Background: an optimization exercise with open tools, aiming at small area and a short achievable clock period. Do not read the settings as production practice. Function was checked by simulation only, so behaviour that the tests miss may differ from the original. No activity file was given, so power comes from the tool's default toggle rates.

## alu_top
module alu_top (
    input  logic        clk,
    input  logic        rst,
    input  logic        valid_instruction,
    input  logic [5:0]  opcode,
    input  logic [31:0] operand_a,
    input  logic [31:0] operand_b,
    input  logic        use_immediate,
    input  logic [31:0] immediate_value,
    output logic        resp_valid,
    output logic [31:0] resp_result,
    output logic        resp_carry,
    output logic        resp_overflow,
    output logic        resp_zero,
    output logic        resp_negative
);
==> flow/config.mk <==
export PLATFORM = sky130hd
export DESIGN_NAME = alu_top
export DESIGN_NICKNAME = alu_top
export VERILOG_FILES = /design/flow/design.v
export SDC_FILE = /design/flow/constraint.sdc
export NUM_CORES = 4
export LEC_CHECK = 0
export ABC_CLOCK_PERIOD_IN_PS = 2500
export CAP_MARGIN = 20
export CORE_MARGIN = 2
export CORE_UTILIZATION = 45
export CTS_BUF_LIST = sky130_fd_sc_hd__clkbuf_8
export SETUP_SLACK_MARGIN = 3.5
export SLEW_MARGIN = 20
==> flow/constraint.sdc <==
create_clock -name core_clock -period 6.0 [get_ports {clk}]
set_input_delay 1.2000 -clock core_clock [delete_from_list [all_inputs] [get_ports {clk}]]
set_output_delay 1.2000 -clock core_clock [all_outputs]
set_load 0.01 [all_outputs]
standard.sh (not shown) runs the stock make flow with config.mk's settings and CLKGATE_MAP_FILE= SYNTH_SCRIPT=/design/flow/synth_recipe.tcl, a recipe that flattens the netlist after the stock synthesis.
==> flow/flow/run.sh <==
#!/bin/bash
# Own layout flow: the standard ORFS flow (standard.sh, standard synthesis
# unchanged), with the I/O port buffers inserted as buf_1 cells instead of the
# cell buffer_ports picks by default. The resizer still upsizes them as needed.
set -euo pipefail
export BUFFER_PORTS_ARGS="-buffer_cell sky130_fd_sc_hd__buf_1"
bash standard.sh finish > flow_make.log 2>&1
The starting point produced a clean layout.
Change:
==> flow/flow/run.sh (replaced) <==
#!/bin/bash
# Own layout flow: the standard ORFS flow (standard.sh, standard synthesis
# unchanged) with two sizing changes: the I/O port buffers are inserted as
# buf_1 cells instead of the cell buffer_ports picks by default, and the
# resizer may swap cells across footprints (MATCH_CELL_FOOTPRINT=0), so those
# buffers and the logic can be upsized where timing needs it.
set -euo pipefail
export BUFFER_PORTS_ARGS="-buffer_cell sky130_fd_sc_hd__buf_1"
bash standard.sh MATCH_CELL_FOOTPRINT=0 finish > flow_make.log 2>&1
Settings changed: CORE_UTILIZATION 45 to 50, TNS_END_PERCENT from default to 0.
Outcome: Combinational power decreases by 22%. Cell count falls by 6.9%. Worst hold slack improves by 0.0036 ns. Sequential power falls by about 4%. Global-route usage fell by 0.49 points. Total power goes down by 12%. Wire length fell by 13%. Setup slack is worse by 0.19 ns. Via count goes down by 6.0%.
Change:
==> flow/flow/run.sh (replaced) <==
#!/bin/bash
# Own layout flow: the standard ORFS flow (standard.sh, standard synthesis
# unchanged), with the I/O port buffers inserted as buf_1 cells instead of the
# cell buffer_ports picks by default. The resizer still upsizes them as needed.
set -euo pipefail
export BUFFER_PORTS_ARGS="-buffer_cell sky130_fd_sc_hd__buf_1"
bash standard.sh finish > flow_make.log 2>&1
The changed run finished clean.
Clock power went down by about 0.9%.
Hold slack improved by 0.010 ns.
Core utilization went up by 1.9 points.
Routed wire length went up by 3.4%.
Power went up by 1.2%.
Final cell count went up by 0.80%.
Sequential cell count does not change.

alu_top, a different RTL version from the one above (not shown whole).
Size in the first run: ~1,100 cells after synthesis, ~120 flip-flops, about 140 I/O pins, ~9200 um2 of cells after synthesis.
==> flow/config.mk <==
export PLATFORM = sky130hd
export DESIGN_NAME = alu_top
export DESIGN_NICKNAME = alu_top
export VERILOG_FILES = /design/flow/design.v
export SDC_FILE = /design/flow/constraint.sdc
export NUM_CORES = 4
export LEC_CHECK = 0
export ABC_CLOCK_PERIOD_IN_PS = 2500
export CAP_MARGIN = 20
export CORE_MARGIN = 2
export CORE_UTILIZATION = 50
export CTS_BUF_LIST = sky130_fd_sc_hd__clkbuf_8
export SETUP_SLACK_MARGIN = 3.5
export SLEW_MARGIN = 20
export TNS_END_PERCENT = 0
==> flow/constraint.sdc <==
create_clock -name core_clock -period 6.0 [get_ports {clk}]
set_input_delay 1.2000 -clock core_clock [delete_from_list [all_inputs] [get_ports {clk}]]
set_output_delay 1.2000 -clock core_clock [all_outputs]
set_load 0.01 [all_outputs]
==> flow/flow/run.sh <==
#!/bin/bash
# Own layout flow: the standard ORFS flow (standard.sh, standard synthesis
# unchanged) with two sizing changes: the I/O port buffers are inserted as
# buf_1 cells instead of the cell buffer_ports picks by default, and the
# resizer may swap cells across footprints (MATCH_CELL_FOOTPRINT=0), so those
# buffers and the logic can be upsized where timing needs it.
set -euo pipefail
export BUFFER_PORTS_ARGS="-buffer_cell sky130_fd_sc_hd__buf_1"
bash standard.sh MATCH_CELL_FOOTPRINT=0 finish > flow_make.log 2>&1
Edit:
- ABC_CLOCK_PERIOD_IN_PS: 2500 -> unset
- CORE_UTILIZATION: 50 -> 40
- SETUP_SLACK_MARGIN: 3.5 -> 3.2
Worst setup slack improved by 10 ps.
Maximum frequency rose by 0.36%.
Clock skew decreases by 13 ps.
Area after synthesis is unchanged.
Flip-flop and latch count stays the same.
Edit:
- ABC_CLOCK_PERIOD_IN_PS: unset -> 2500
- CORE_UTILIZATION: 40 -> 50
- PLACE_DENSITY: unset -> 0.8
- SETUP_SLACK_MARGIN: 3.2 -> 3.5
Effect: The changed run produced a clean layout. Combinational power increases by a few percent. Power barely changes. Global-route usage goes up by 5.0 points. Register-to-register slack got worse by 20 ps. Cell count falls by a few percent.

run 1:
Starting RTL as in the previous note.
==> flow/config.mk <==
export PLATFORM = sky130hd
export DESIGN_NAME = alu_top
export DESIGN_NICKNAME = alu_top
export VERILOG_FILES = /design/flow/design.v
export SDC_FILE = /design/flow/constraint.sdc
export NUM_CORES = 4
export LEC_CHECK = 0
export CAP_MARGIN = 20
export CORE_MARGIN = 2
export CORE_UTILIZATION = 50
export CTS_BUF_LIST = sky130_fd_sc_hd__clkbuf_8
export SETUP_SLACK_MARGIN = 3.12
export SLEW_MARGIN = 20
export TNS_END_PERCENT = 0
==> flow/constraint.sdc <==
create_clock -name core_clock -period 6.0 [get_ports {clk}]
set_input_delay 1.2000 -clock core_clock [delete_from_list [all_inputs] [get_ports {clk}]]
set_output_delay 1.2000 -clock core_clock [all_outputs]
set_load 0.01 [all_outputs]
Scripts as last shown in full above: flow/flow/run.sh
The flow did not stop early for run 1: all stages ran, and the layout cleared the timing, design-rule and antenna checks.
Input changes introduced in run 2 (baseline for comparison: run 1):
Settings: ABC_CLOCK_PERIOD_IN_PS now 2500, previously not set; PLACE_DENSITY now 0.8, previously not set; SETUP_SLACK_MARGIN now 3.2, was 3.12.
Findings:
Every stage of the flow completed for run 2, and the final layout passed the timing, design-rule and antenna checks. Run 2 against run 1: shortest clock period the worst path allows after layout saw an increase; initial antenna violation count rose by 2; layout net count did not really move; count of placed standard cells in the final layout, fillers left out ~0 delta; number of pins exceeding their max-slew limit in the final report about even. Global-route total usage across every layer ends up higher on run 1. Measured against each other, run 1 and run 2 differ in number of ordinary and repair buffers in the finished layout, the higher figure coming from run 2.
[inputs] run 3 vs run 2
Settings: PLACE_DENSITY no longer set, was 0.8; ABC_CLOCK_PERIOD_IN_PS no longer set, was 2500; TNS_END_PERCENT now 100, was 0.
==> flow/flow/run.sh <==
#!/bin/bash
# Own layout flow: the standard ORFS flow (standard.sh, standard synthesis
# unchanged) with three layout changes: the I/O port buffers are inserted as
# buf_1 cells instead of the cell buffer_ports picks by default, the resizer
# may swap cells across footprints (MATCH_CELL_FOOTPRINT=0), so those buffers
# and the logic can be upsized where timing needs it, and clock tree synthesis
# clusters more flip-flops per leaf buffer.
set -euo pipefail
export BUFFER_PORTS_ARGS="-buffer_cell sky130_fd_sc_hd__buf_1"
export CTS_ARGS="-sink_clustering_enable -repair_clock_nets -sink_clustering_size 30 -sink_clustering_max_diameter 200 -sink_clustering_levels 1 -buf_list sky130_fd_sc_hd__clkbuf_8"
bash standard.sh MATCH_CELL_FOOTPRINT=0 finish > flow_make.log 2>&1
==> comparison <==
Comparing run 3 with run 2, the power consumed by combinational cells came out essentially unchanged.
Diff run 2 -> run 3: end-of-flow core utilization did not really move; met3 demand-to-capacity share in global routing fell by 2.0 points; HPWL reported at the end of detailed placement now larger; routing usage on met2 dropped 1.8 points.
Comparing run 3 and run 2, wire length of the first global-routing pass is lower on run 2.
Run 3 leaves more setup margin than run 2.
Clock tree buffer count of the final layout, run 3 and run 2, higher one = run 2.
Relative to run 3, the following input files were edited for run 4:
==> flow/flow/run.sh <==
#!/bin/bash
# Own layout flow: the standard ORFS flow (standard.sh, standard synthesis
# unchanged) with two sizing changes: the I/O port buffers are inserted as
# buf_1 cells instead of the cell buffer_ports picks by default, and the
# resizer may swap cells across footprints (MATCH_CELL_FOOTPRINT=0), so those
# buffers and the logic can be upsized where timing needs it.
set -euo pipefail
export BUFFER_PORTS_ARGS="-buffer_cell sky130_fd_sc_hd__buf_1"
bash standard.sh MATCH_CELL_FOOTPRINT=0 finish > flow_make.log 2>&1
Findings:
Run 3: done, clean on timing, DRC and antenna
Run 4 went all the way through synthesis, placement and routing and the layout is clean on timing, DRC and antenna.
[compare] base=run 3 new=run 4: power spent charging and discharging nets ~0 delta; delay of the slowest cell on the worst path ~0 delta; number of nets in the layout ~0 delta.

[afterwards: timing with drivers on the ports]
The results above use ideal ports. As a check the final layouts listed here were re-extracted and re-timed, cells and wires unchanged. Step 1 assumes that a clkbuf_16 drives the clock port and a buf_2 every other input. Step 2 adds t to the input delays and takes it off the output delays; t is the mean of the earliest and latest rising clock arrival at the registers after step 1. Input paths then give back, and output paths get back, about the clock's delay inside the block. Three values: no drivers, after step 1, after step 2; two values: the first two.
| run | shift t [ns] | slack for setup (ns) | cell pins on the clock port's net |
|---|---|---|---|
| the first run of note 1 | 0.498 | 3.141 / 3.098 / 3.078 | 1 |
| the second run of note 1 | 0.482 | 2.950 / 2.950 / 2.792 | 1 |
| the third run of note 1 | 0.489 | 3.143 / 3.143 / 2.740 | 1 |
| the first run of note 2 | 0.497 | 3.140 / 3.113 / 2.825 | 1 |
| the second run of note 2 | 0.486 | 3.151 / 3.151 / 2.894 | 1 |
| the third run of note 2 | 0.487 | 3.133 / 3.133 / 2.732 | 1 |
| run 1 | 0.497 | 3.136 / 3.136 / 2.823 | 1 |
| run 2 | 0.504 | 3.102 / 3.102 / 2.798 | 1 |
| run 3 | 0.500 | 3.197 / 3.153 / 2.819 | 1 |
| run 4 | 0.500 | 3.197 / 3.153 / 2.819 | 1 |
After both steps setup and hold are still met in every run listed. The setup slack of the third run of note 1, which loses most, moves by 0.000 ns with the drivers and by -0.403 ns with both steps.
